From an optimization exercise on the open Yosys and OpenROAD flow, aimed at a short achievable clock period and few clock cycles; shortcuts taken in it are not production practice. The RTL was checked by simulation tests, not by an equivalence proof against the original design. Power and IR drop assume default switching activity.

## rv_core
module rv_core (
  input  wire logic         clk,
  input  wire logic         reset,
  output logic [5:0]        o_imem_addr,
  input  wire logic [31:0]  i_imem_rdata,
  output logic [5:0]        o_dmem_addr,
  output logic              o_dmem_we,
  output logic [63:0]       o_dmem_wdata,
  input  wire logic [63:0]  i_dmem_rdata
);
For scale: ~19000 cells after synthesis, ~2800 flip-flops, roughly 180 I/O pins, ~160000 sq um of cells after synthesis.
clock: 12.0 ns
lec_check: 0
cap_margin: 35
cell_pad_in_sites_detail_placement: 1
cell_pad_in_sites_global_placement: 2
core_margin: 2
core_utilization: 40
gpl_timing_driven: 1
place_density: 0.5
slew_margin: 20
tns_end_percent: 25
standard.sh (not shown) runs the stock make flow with config.mk's settings and CLKGATE_MAP_FILE= SYNTH_SCRIPT=/design/flow/synth_recipe.tcl, a recipe that flattens the netlist after the stock synthesis.
==> flow/flow/run.sh <==
#!/bin/bash
# Standard synthesis, then the standard flow's own layout steps with two changes to how the
# layout is made (not to its constraints): repair_timing aims for SETUP_MARGIN ns
# of slack at the design's own clock period, so the timing repair keeps working
# past a positive slack, and the port buffers start as buf_4 cells.
set -euo pipefail
SETUP_MARGIN=${SETUP_MARGIN:-7.8}
bash standard.sh synth > synth.log 2>&1
bash standard.sh SETUP_SLACK_MARGIN=$SETUP_MARGIN "BUFFER_PORTS_ARGS=-buffer_cell sky130_fd_sc_hd__buf_4" finish > layout.log 2>&1
Testbench counts at the start, summed over its fixed seeds: cycles 52,992.
Then changed:
--- a/flow/design.v
+++ b/flow/design.v
@@ -37,12 +37,13 @@
   logic        r_pred;
   logic [11:0] r_imm;
   logic [7:1]  r_alt;        
   logic        x_valid;
   logic [63:0] x_a;          
   logic [63:0] x_b;
+  logic [63:0] x_sdat;       
   logic [31:1] x_alu_oh;
   logic [31:1] x_ld_oh;
   logic [4:0]  x_rd;
   logic        x_aluw;
   logic        x_ldw;
   logic        x_ld;
@@ -215,43 +216,27 @@
   assign r_wr   = r_valid && (r_aluw || r_ldw);
   assign r_one  = !(x_valid && (x_aluw || x_ldw) && (r_rs1 == x_rd)) &&
                   !(lp1_v && (r_rs1 == lp1_rd)) &&
                   ((w_v && (r_rs1 == w_rd)) ? w_one :
                    (!(lp2_v && (r_rs1 == lp2_rd)) && of0[r_rs1]));
   assign r_zr   = r_aluw && r_am1 && r_one;
-  function automatic logic src_zero(input logic [4:0] sr, input logic [31:0] zfv,
-                                    input logic rwr, input logic [4:0] rrd, input logic rz,
-                                    input logic xv, input logic xaw, input logic xlw,
-                                    input logic [4:0] xrd, input logic xz,
-                                    input logic l1v, input logic [4:0] l1rd,
-                                    input logic l2v, input logic [4:0] l2rd,
-                                    input logic wv, input logic [4:0] wrd,
-                                    input logic wz);
-    logic z;
-    if (sr == 5'd0)
-      z = 1'b1;
-    else if (rwr && (sr == rrd))
-      z = rz;
-    else if (xv && xaw && (sr == xrd))
-      z = xz;
-    else if (xv && xlw && (sr == xrd))
-      z = 1'b0;
-    else if (l1v && (sr == l1rd))
-      z = 1'b0;
-    else if (wv && (sr == wrd))
-      z = wz;
-    else if (l2v && (sr == l2rd))
-      z = 1'b0;
-    else
-      z = zfv[sr];
-    src_zero = z;
-  endfunction
-  assign z1 = src_zero(w_rs1, zf0, r_wr, r_rd, r_zr, x_valid, x_aluw, x_ldw, x_rd, x_zero,
-                       lp1_v, lp1_rd, lp2_v, lp2_rd, w_v, w_rd, w_zero);
-  assign z2 = src_zero(w_rs2, zf0, r_wr, r_rd, r_zr, x_valid, x_aluw, x_ldw, x_rd, x_zero,
-                       lp1_v, lp1_rd, lp2_v, lp2_rd, w_v, w_rd, w_zero);
+  logic [31:1] x_ld_v, zrest;
+  logic [31:0] zrest0;
+  logic        r_s1, r_s2, x_s1, x_s2;
+  assign x_ld_v = x_valid ? x_ld_oh : 31'd0;
+  always_comb
+    for (int r = 1; r < 32; r++)
+      zrest[r] = !x_ld_v[r] && !lp1_oh[r] &&
+                 (w_oh[r] ? w_zero : (!lp2_oh[r] && zf[r]));
+  assign zrest0 = {zrest, 1'b1};
+  assign r_s1   = r_wr && (w_rs1 == r_rd) && (w_rs1 != 5'd0);
+  assign r_s2   = r_wr && (w_rs2 == r_rd) && (w_rs2 != 5'd0);
+  assign x_s1   = x_valid && x_aluw && (w_rs1 == x_rd);
+  assign x_s2   = x_valid && x_aluw && (w_rs2 == x_rd);
+  assign z1     = r_s1 ? r_zr : (x_s1 ? x_zero : zrest0[w_rs1]);
+  assign z2     = r_s2 ? r_zr : (x_s2 ? x_zero : zrest0[w_rs2]);
   assign always_t = d_beq && (w_rs1 == w_rs2);
   assign pred     = always_t || (d_beq && (w[31] || (z1 && z2)));
   assign target   = m_pc + {w[27:25], w[11:8]};
   assign seq      = m_pc + 7'd2;
   assign rs2_op = w[5];
   assign hz2 = r_valid && (r_cnt == 2'd0) && r_ldw &&
@@ -382,12 +367,14 @@
       x_valid <= r_go;
   end
   always_ff @(posedge clk)
   begin
     x_a      <= rd1;
     x_b      <= rd2;
+    if (r_sd)
+      x_sdat <= rd2;
     x_alu_oh <= r_alu_oh;
     x_ld_oh  <= r_ld_oh;
     x_rd     <= r_rd;
     x_aluw   <= r_aluw;
     x_ldw    <= r_ldw;
     x_ld     <= r_ld;
@@ -442,13 +429,13 @@
   begin
     x_res    <= res;
     w_rd     <= x_rd;
     lp1_rd   <= x_rd;
     lp2_rd   <= lp1_rd;
     dq_addr  <= addr9[8:3];
-    dq_wdata <= b;
+    dq_wdata <= x_sdat;
   end
   for (genvar r = 1; r < 32; r++)
   begin : g_rf
     always_ff @(posedge clk)
     begin
       if (!reset)
=> With this change the flow finished with max-slew violations left; area after synthesis rose by 1.3%; wire length falls by 0.68%; first-iteration DRC count went down by 0.69%; clock-buffer cell count falls by 7; cell area climbs by 0.54%; worst hold slack stays flat; power is lower by 2.3%; global-route usage went down by 0.72 points; register-to-register slack hardly moves; final cell count barely changes; flip-flop and latch count is higher by 64; clock power stays flat; core utilization falls by 0.46 points.
Testbench counts after the change, summed over its fixed seeds: cycles 52,992.

## run 4
rv_core, a different RTL version from the one above (not shown whole).
Size: roughly 180 I/O pins, ~0.16 mm2 of cells after synthesis.
==> flow/design.v (excerpt) <==
module rv_core (
  input  wire logic         clk,
  input  wire logic         reset,
  output logic [5:0]        o_imem_addr,
  input  wire logic [31:0]  i_imem_rdata,
  output logic [5:0]        o_dmem_addr,
  output logic              o_dmem_we,
  output logic [63:0]       o_dmem_wdata,
  input  wire logic [63:0]  i_dmem_rdata
);
clock: 12.0 ns
lec_check: 0
cap_margin: 35
cell_pad_in_sites_detail_placement: 1
cell_pad_in_sites_global_placement: 2
core_margin: 2
core_utilization: 40
gpl_timing_driven: 1
place_density: 0.5
slew_margin: 20
tns_end_percent: 25
Scripts as last shown in full above: flow/flow/run.sh
Run 4: no failed stages, no open violations at the end
Testbench counts of run 4, summed over its fixed seeds: cycles 52,992.
Inputs modified between run 4 and run 2:
--- a/flow/design.v
+++ b/flow/design.v
@@ -37,12 +37,13 @@
   logic        r_pred;
   logic [11:0] r_imm;
   logic [7:1]  r_alt;        
   logic        x_valid;
   logic [63:0] x_a;          
   logic [63:0] x_b;
+  logic [63:0] x_sdat;       
   logic [31:1] x_alu_oh;
   logic [31:1] x_ld_oh;
   logic [4:0]  x_rd;
   logic        x_aluw;
   logic        x_ldw;
   logic        x_ld;
@@ -215,27 +216,43 @@
   assign r_wr   = r_valid && (r_aluw || r_ldw);
   assign r_one  = !(x_valid && (x_aluw || x_ldw) && (r_rs1 == x_rd)) &&
                   !(lp1_v && (r_rs1 == lp1_rd)) &&
                   ((w_v && (r_rs1 == w_rd)) ? w_one :
                    (!(lp2_v && (r_rs1 == lp2_rd)) && of0[r_rs1]));
   assign r_zr   = r_aluw && r_am1 && r_one;
-  logic [31:1] x_ld_v, zrest;
-  logic [31:0] zrest0;
-  logic        r_s1, r_s2, x_s1, x_s2;
-  assign x_ld_v = x_valid ? x_ld_oh : 31'd0;
-  always_comb
-    for (int r = 1; r < 32; r++)
-      zrest[r] = !x_ld_v[r] && !lp1_oh[r] &&
-                 (w_oh[r] ? w_zero : (!lp2_oh[r] && zf[r]));
-  assign zrest0 = {zrest, 1'b1};
-  assign r_s1   = r_wr && (w_rs1 == r_rd) && (w_rs1 != 5'd0);
-  assign r_s2   = r_wr && (w_rs2 == r_rd) && (w_rs2 != 5'd0);
-  assign x_s1   = x_valid && x_aluw && (w_rs1 == x_rd);
-  assign x_s2   = x_valid && x_aluw && (w_rs2 == x_rd);
-  assign z1     = r_s1 ? r_zr : (x_s1 ? x_zero : zrest0[w_rs1]);
-  assign z2     = r_s2 ? r_zr : (x_s2 ? x_zero : zrest0[w_rs2]);
+  function automatic logic src_zero(input logic [4:0] sr, input logic [31:0] zfv,
+                                    input logic rwr, input logic [4:0] rrd, input logic rz,
+                                    input logic xv, input logic xaw, input logic xlw,
+                                    input logic [4:0] xrd, input logic xz,
+                                    input logic l1v, input logic [4:0] l1rd,
+                                    input logic l2v, input logic [4:0] l2rd,
+                                    input logic wv, input logic [4:0] wrd,
+                                    input logic wz);
+    logic z;
+    if (sr == 5'd0)
+      z = 1'b1;
+    else if (rwr && (sr == rrd))
+      z = rz;
+    else if (xv && xaw && (sr == xrd))
+      z = xz;
+    else if (xv && xlw && (sr == xrd))
+      z = 1'b0;
+    else if (l1v && (sr == l1rd))
+      z = 1'b0;
+    else if (wv && (sr == wrd))
+      z = wz;
+    else if (l2v && (sr == l2rd))
+      z = 1'b0;
+    else
+      z = zfv[sr];
+    src_zero = z;
+  endfunction
+  assign z1 = src_zero(w_rs1, zf0, r_wr, r_rd, r_zr, x_valid, x_aluw, x_ldw, x_rd, x_zero,
+                       lp1_v, lp1_rd, lp2_v, lp2_rd, w_v, w_rd, w_zero);
+  assign z2 = src_zero(w_rs2, zf0, r_wr, r_rd, r_zr, x_valid, x_aluw, x_ldw, x_rd, x_zero,
+                       lp1_v, lp1_rd, lp2_v, lp2_rd, w_v, w_rd, w_zero);
   assign always_t = d_beq && (w_rs1 == w_rs2);
   assign pred     = always_t || (d_beq && (w[31] || (z1 && z2)));
   assign target   = m_pc + {w[27:25], w[11:8]};
   assign seq      = m_pc + 7'd2;
   assign rs2_op = w[5];
   assign hz2 = r_valid && (r_cnt == 2'd0) && r_ldw &&
@@ -366,12 +383,14 @@
       x_valid <= r_go;
   end
   always_ff @(posedge clk)
   begin
     x_a      <= rd1;
     x_b      <= rd2;
+    if (r_sd)
+      x_sdat <= rd2;
     x_alu_oh <= r_alu_oh;
     x_ld_oh  <= r_ld_oh;
     x_rd     <= r_rd;
     x_aluw   <= r_aluw;
     x_ldw    <= r_ldw;
     x_ld     <= r_ld;
@@ -426,13 +445,13 @@
   begin
     x_res    <= res;
     w_rd     <= x_rd;
     lp1_rd   <= x_rd;
     lp2_rd   <= lp1_rd;
     dq_addr  <= addr9[8:3];
-    dq_wdata <= b;
+    dq_wdata <= x_sdat;
   end
   for (genvar r = 1; r < 32; r++)
   begin : g_rf
     always_ff @(posedge clk)
     begin
       if (!reset)
==> run notes <==
- In the flow results for run 4 and run 2, the switching power is larger on run 2.
- When run 2 is set beside run 4, its met1 usage in global routing turns out to be 0.34 points larger.
- On number of flip-flops and latches, the higher figure sits with run 2, not run 4.
- Between run 4 and run 2, the flow reports wire length per cell after detailed routing increasing slightly.
- Comparing run 4 with run 2, the portion of total power attributed to the clock network came out essentially unchanged.
- Sort run 4 and run 2 by utilization after layout asc -> top: run 4
- Number of distinct library cells after synthesis in run 2 is 5 lower than in run 4
Testbench counts of run 2, summed over its fixed seeds: cycles 52,992.

-- re-timing with driven ports --
Ports are ideal in the flow. The routed layouts listed here were re-timed in OpenROAD. Step 1 assumes that a clkbuf_16 drives the clock port and a buf_2 every other input. Step 2 moves the port delays by t, midway between the first and last clock arrival at a register: inputs arrive t later, outputs are due t later. That takes back most of the time a late clock gives input paths. Three values: ideal, step 1, step 2; two values: the first two.
run | t, ns | slack for setup (ns) | hold slack, ns | slew at the worst register clock pin (ns)
the first run of note 1 | 1.128 | 7.573 / 7.439 / 6.673 | 0.323 / 0.323 / 0.323 | 0.07 / 0.07
the second run of note 1 | 1.130 | 7.642 / 7.658 / 6.614 | 0.323 / 0.323 / 0.323 | 0.10 / 0.10
run 4 | 1.118 | 7.441 / 7.441 / 6.614 | 0.338 / 0.338 / 0.338 | 0.07 / 0.07
run 2 | 1.117 | 7.636 / 7.615 / 6.711 | 0.321 / 0.321 / 0.321 | 0.09 / 0.09
For the second run of note 1, which loses most, drivers alone change the setup slack by +0.016 ns; drivers and shift together by -1.028 ns.
